Source: an optimization exercise on an open RTL-to-GDS flow (aim: small area, a short achievable clock period and few clock cycles per item). Production flows keep margins and buffers that such runs may drop. The RTL was checked by simulation tests, not by an equivalence proof against the original design.

## try-onyx
Design md_unit, start of the top module:
module md_unit (
  input  logic        clk,
  input  logic        reset_n,
  input  logic        start,
  input  logic [3:0]  op,
  input  logic [31:0] a,
  input  logic [31:0] b,
  output logic        busy,
  output logic [31:0] hi,
  output logic [31:0] lo
);
==> flow/config.mk <==
export PLATFORM = sky130hd
export DESIGN_NAME = md_unit
export DESIGN_NICKNAME = md_unit
export VERILOG_FILES = /design/flow/design.v
export SDC_FILE = /design/flow/constraint.sdc
export NUM_CORES = 4
export LEC_CHECK = 0
export CAP_MARGIN = 20
export CORE_MARGIN = 2
export CORE_UTILIZATION = 40
export SLEW_MARGIN = 20
==> flow/constraint.sdc <==
create_clock -name core_clock -period 130.0 [get_ports {clk}]
set_input_delay 26.0000 -clock core_clock [delete_from_list [all_inputs] [get_ports {clk}]]
set_output_delay 26.0000 -clock core_clock [all_outputs]
set_load 0.01 [all_outputs]
standard.sh (not shown) runs the stock make flow with config.mk's settings and CLKGATE_MAP_FILE= SYNTH_SCRIPT=/design/flow/synth_recipe.tcl, a recipe that flattens the netlist after the stock synthesis.
==> flow/flow/run.sh <==
#!/bin/bash
set -uo pipefail
bash standard.sh "BUFFER_PORTS_ARGS=-buffer_cell sky130_fd_sc_hd__buf_4" SETUP_SLACK_MARGIN=102.5 finish > standard.log 2>&1
No stage failed in try-onyx, and the final checks on the layout all came back clean.
Testbench counts of try-onyx, summed over its fixed seeds: cycles 278,486, ops 80,000.
Changes in try-indigo relative to try-onyx:
Settings: ABC_AREA now 1, previously not set.
==> flow/flow/run.sh <==
#!/bin/bash
set -uo pipefail
bash standard.sh "BUFFER_PORTS_ARGS=-buffer_cell sky130_fd_sc_hd__buf_4" SETUP_SLACK_MARGIN=103.2 finish > standard.log 2>&1
Notes after the runs:
In try-indigo the core occupancy in the finished layout turned out 3.2 points higher than in try-onyx.
Changes observed in try-indigo relative to try-onyx: number of stages on the worst setup path rose 3, fraction of area in non-clock buffers picked up an extra 2.2 points.
try-indigo supports a higher top clock frequency than try-onyx.
try-indigo ended up with sky130_fd_sc_hd__nor3_4 as its slowest cell on the critical path; try-onyx ended up with sky130_fd_sc_hd__nand2_1.
Per the comparison of try-indigo with try-onyx, area fraction in compound gates after synthesis lower; minimum clock period shows a reduction of 0.36 ns; number of buffers and inverters on the critical path now larger.
For try-nickel, these inputs were changed with respect to try-indigo:
==> flow/flow/run.sh <==
#!/bin/bash
set -uo pipefail
bash standard.sh "BUFFER_PORTS_ARGS=-buffer_cell sky130_fd_sc_hd__buf_4" SETUP_SLACK_MARGIN=102.5 finish > standard.log 2>&1
Results
Met3 track demand over resource in global routing: try-nickel vs try-indigo down 4.6 points. try-nickel vs. try-indigo: maximum single-stage delay on the critical path went up by 0.59 ns. From try-indigo to try-nickel the numbers moved as follows: post-layout instance area moved down; fmax moved down. Cmp try-nickel and try-indigo / final worst-path cycle share / higher: try-nickel. Type of the setup path with the least slack: in -> reg -> try-indigo, reg -> out -> try-nickel. Of try-nickel and try-indigo, it is try-nickel that has the lower global-route usage over all layers.


md_unit, a different RTL version from the one above (not shown whole).
Size in the first run: about 4,200 cells after synthesis, ~110 flip-flops, ~140 I/O pins, ~0.026 mm2 of cells after synthesis.
==> flow/config.mk <==
export PLATFORM = sky130hd
export DESIGN_NAME = md_unit
export DESIGN_NICKNAME = md_unit
export VERILOG_FILES = /design/flow/design.v
export SDC_FILE = /design/flow/constraint.sdc
export NUM_CORES = 4
export LEC_CHECK = 0
export ABC_AREA = 1
export CAP_MARGIN = 5
export CORE_MARGIN = 2
export CORE_UTILIZATION = 40
export SLEW_MARGIN = 5
==> flow/constraint.sdc <==
create_clock -name core_clock -period 130.0 [get_ports {clk}]
set_input_delay 26.0000 -clock core_clock [delete_from_list [all_inputs] [get_ports {clk}]]
set_output_delay 26.0000 -clock core_clock [all_outputs]
set_load 0.01 [all_outputs]
==> flow/flow/run.sh <==
#!/bin/bash
set -uo pipefail
bash standard.sh "BUFFER_PORTS_ARGS=-buffer_cell sky130_fd_sc_hd__buf_1" SETUP_SLACK_MARGIN=102.5 finish > standard.log 2>&1
Testbench counts at the start, summed over its fixed seeds: cycles 275,439, ops 80,000.
Then changed:
- CAP_MARGIN: 5 -> 20
- SLEW_MARGIN: 5 -> 20
Outcome:
- register-to-register slack improved by 40 ps
- setup slack improved by 7.0 ps
- clock skew barely changes


Setup of JK:
md_unit, a different RTL version from the one above (not shown whole).
For scale: ~5000 cells after synthesis, about 140 I/O pins, ~30000 sq um of cells after synthesis.
## md_unit
module md_unit (
  input  logic        clk,
  input  logic        reset_n,
  input  logic        start,
  input  logic [3:0]  op,
  input  logic [31:0] a,
  input  logic [31:0] b,
  output logic        busy,
  output logic [31:0] hi,
  output logic [31:0] lo
);
  function automatic logic is_madd_op(input logic [3:0] op);
    is_madd_op = 1'b0;
  endfunction
  function automatic logic is_mul_op(input logic [3:0] op);
    is_mul_op = op == mdu_pkg::MD_MULT || op == mdu_pkg::MD_MULTU || is_madd_op(op);
  endfunction
  function automatic logic is_div_op(input logic [3:0] op);
    is_div_op = op == mdu_pkg::MD_DIV || op == mdu_pkg::MD_DIVU;
  endfunction
  function automatic logic is_signed_op(input logic [3:0] op);
    is_signed_op = op == mdu_pkg::MD_MULT || op == mdu_pkg::MD_DIV ||
                   op == mdu_pkg::MD_MADD || op == mdu_pkg::MD_MSUB;
  endfunction
  localparam int K = 4;             
  localparam int NC = 32 / K;       
  localparam int NM = 16 / K;       
  localparam logic [1:0] S_MUL = 2'd0, S_DIV = 2'd1, S_MC = 2'd3;
  logic [1:0]  st;
  logic        first;
  logic [3:0]  cnt;
  logic [32:0] x;       
  logic [31:0] areg;    
  logic        hx;
  logic        bprev;
  logic        sg;
  logic        mcorr;
  logic        dcin;
  logic        qneg, rneg;
  logic        sgn_in;
  assign sgn_in = is_signed_op(op);
  logic        is_div, dfirst;
  assign is_div = st == S_DIV;
  assign dfirst = is_div && first;
  logic [31:0] cn_a;
  md_cneg u_cna (.v(areg), .s(na), .o(cn_a));
  logic        na, nd, dz;
  logic [31:0] n_abs;
  logic [5:0]  lzn, lzd;
  logic [6:0]  steps;         
  logic        q0;
  logic [3:0]  dcyc;          
  logic [63:0] al_d;
  assign na = sg & areg[31];
  assign nd = x[32];
  assign dz = x[31:0] == 32'd0;
  assign n_abs = cn_a;
  logic [5:0] lzn_raw;
  md_lzc u_lzn (.v(areg ^ {32{na}}), .n(lzn_raw));
  assign lzn = lzn_raw - {5'd0, na};
  md_lzc u_lzd (.v(x[31:0] ^ {32{nd}}), .n(lzd));
  assign steps = {1'b0, lzd} - {1'b0, lzn} + 7'd1;
  assign q0 = steps[6] || steps == 7'd0;
  assign dcyc = (steps > 7'd32) ? 4'(NC) :
                (steps <= 7'(K) && (na | nd)) ? 4'd2 : 4'((steps + 7'(K - 1)) / K);
  logic [2:0] dsh;       
  assign dsh = 3'(4'(NC) - dcyc);
  ...
Settings: LEC_CHECK=0, ABC_AREA=1, CAP_MARGIN=20, CORE_MARGIN=2, CORE_UTILIZATION=40, SLEW_MARGIN=20; clock period 130.0 ns.
Scripts as last shown in full above: flow/flow/run.sh
Testbench counts of JK, summed over its fixed seeds: cycles 278,486, ops 80,000.
Edits applied to the flow inputs when going from JK to MS:
# JK
export LEC_CHECK = 0
export ABC_AREA = 1
export CAP_MARGIN = 20
export CORE_MARGIN = 2
export CORE_UTILIZATION = 40
export SLEW_MARGIN = 20
create_clock -name core_clock -period 130.0 [get_ports {clk}]
# MS
export LEC_CHECK = 0
export ABC_AREA = 1
export CAP_MARGIN = 20
export CORE_MARGIN = 2
export CORE_UTILIZATION = 40
export SLEW_MARGIN = 20
export TNS_END_PERCENT = 5
create_clock -name core_clock -period 130.0 [get_ports {clk}]
==> flow/flow/run.sh <==
#!/bin/bash
set -uo pipefail
bash standard.sh "BUFFER_PORTS_ARGS=-buffer_cell sky130_fd_sc_hd__buf_4" SETUP_SLACK_MARGIN=102.5 finish > standard.log 2>&1
[summary]
Lower slew at the pin with the worst max-slew slack was reported by MS, not JK.
The core of MS is more densely filled than that of JK.
Between JK and MS, the critical path required time does not differ in any meaningful way.


md_unit, a different RTL version from the one above (not shown whole).
Size: ~4200 cells after synthesis, about 140 flip-flops.
## md_unit
module md_unit (
  input  logic        clk,
  input  logic        reset_n,
  input  logic        start,
  input  logic [3:0]  op,
  input  logic [31:0] a,
  input  logic [31:0] b,
  output logic        busy,
  output logic [31:0] hi,
  output logic [31:0] lo
);
  function automatic logic is_madd_op(input logic [3:0] op);
    is_madd_op = 1'b0;
  endfunction
  function automatic logic is_mul_op(input logic [3:0] op);
    is_mul_op = op == mdu_pkg::MD_MULT || op == mdu_pkg::MD_MULTU || is_madd_op(op);
  endfunction
  function automatic logic is_div_op(input logic [3:0] op);
    is_div_op = op == mdu_pkg::MD_DIV || op == mdu_pkg::MD_DIVU;
  endfunction
  function automatic logic is_signed_op(input logic [3:0] op);
    is_signed_op = op == mdu_pkg::MD_MULT || op == mdu_pkg::MD_DIV ||
                   op == mdu_pkg::MD_MADD || op == mdu_pkg::MD_MSUB;
  endfunction
  localparam int K = 4;             
  localparam int NC = 32 / K;       
  localparam int NM = 16 / K;       
  localparam logic [1:0] S_MUL = 2'd0, S_DIV = 2'd1, S_MC = 2'd3;
  logic [1:0]  st;
  logic        first;
  logic [3:0]  cnt;
  logic [32:0] x;       
  logic [31:0] areg;    
  logic        hx;
  logic        bprev;
  logic        sg;
  logic        mcorr;
  logic        dcin;
  logic        qneg, rneg;
  logic        sgn_in;
  assign sgn_in = is_signed_op(op);
  logic        is_div, dfirst;
  assign is_div = st == S_DIV;
  assign dfirst = is_div && first;
  logic [31:0] cn_a;
  md_cneg u_cna (.v(areg), .s(na), .o(cn_a));
  logic        na, nd, dz;
  logic [31:0] n_abs;
  logic [5:0]  lzn, lzd;
  logic [6:0]  steps;         
  logic        q0;
  logic [3:0]  dcyc;          
  logic [63:0] al_d;
  assign na = sg & areg[31];
  assign nd = ~dcin;
  assign dz = dcin && x[31:0] == 32'hFFFF_FFFF;
  assign n_abs = cn_a;
  logic [5:0] lzn_raw;
  md_lzc u_lzn (.v(areg ^ {32{na}}), .n(lzn_raw));
  assign lzn = lzn_raw - {5'd0, na};
  md_lzc u_lzd (.v(~x[31:0]), .n(lzd));
  assign steps = {1'b0, lzd} - {1'b0, lzn} + 7'd1;
  assign q0 = steps[6] || steps == 7'd0;
  ...
clock: 130.0 ns
lec_check: 0
abc_area: 1
cap_margin: 20
core_margin: 2
core_utilization: 52
slew_margin: 20
==> flow/flow/run.sh <==
#!/bin/bash
set -uo pipefail
bash standard.sh "BUFFER_PORTS_ARGS=-buffer_cell sky130_fd_sc_hd__buf_1" SETUP_SLACK_MARGIN=102.5 finish > standard.log 2>&1
Testbench counts at the start, summed over its fixed seeds: cycles 278,486, ops 80,000.
Then changed:
Settings changed: CORE_UTILIZATION 52 to 40.
What happened: Routed wire length went up by 9.1%. Register-to-register slack is better by 0.59 ns. Design area went up by 1.6%. Die area went up by 29%. Count of clock-buffer cells in the layout went down by 1. Setup slack is better by 0.018 ns.

[afterwards: timing with drivers on the ports]
The results above use ideal ports. As a check the final layouts listed here were re-extracted and re-timed, cells and wires unchanged.
Step 1 (the two cells are an assumption about what drives the block):
set clk [get_ports {clk}]
set_driving_cell -lib_cell sky130_fd_sc_hd__clkbuf_16 $clk
set_driving_cell -lib_cell sky130_fd_sc_hd__buf_2 [delete_from_list [all_inputs] $clk]
Step 2 moves the port delays by t, midway between the first and last clock arrival at a register: inputs arrive t later, outputs are due t later. That takes back most of the time a late clock gives input paths.
Slacks: ideal ports / drivers / drivers and shift; pairs: ideal ports / drivers.
| run | shift t [ns] | slack for setup (ns) | hold slack, ns | pins driven straight from the clock port |
|---|---|---|---|---|
| try-onyx | 0.515 | 102.444 / 102.415 / 101.960 | 0.555 / 0.555 / 0.555 | 1 |
| try-indigo | 0.514 | 102.803 / 102.780 / 102.294 | 0.550 / 0.550 / 0.550 | 1 |
| try-nickel | 0.520 | 102.443 / 102.385 / 102.068 | 0.572 / 0.572 / 0.572 | 1 |
| the first run of note 2 | 0.427 | 102.477 / 102.431 / 102.109 | 0.535 / 0.535 / 0.535 | 1 |
| the second run of note 2 | 0.428 | 102.484 / 102.438 / 102.109 | 0.534 / 0.534 / 0.534 | 1 |
| JK | 0.536 | 102.610 / 102.567 / 102.121 | 0.574 / 0.574 / 0.574 | 1 |
| MS | 0.534 | 102.431 / 102.469 / 101.935 | 0.564 / 0.564 / 0.564 | 1 |
| the first run of note 4 | 0.472 | 102.553 / 102.558 / 102.107 | 0.557 / 0.557 / 0.557 | 1 |
| the second run of note 4 | 0.514 | 102.571 / 102.514 / 102.153 | 0.556 / 0.556 / 0.556 | 1 |
After both steps every run listed still meets setup and hold. The setup slack of try-indigo, which loses most, moves by -0.023 ns with the drivers and by -0.509 ns with both steps.
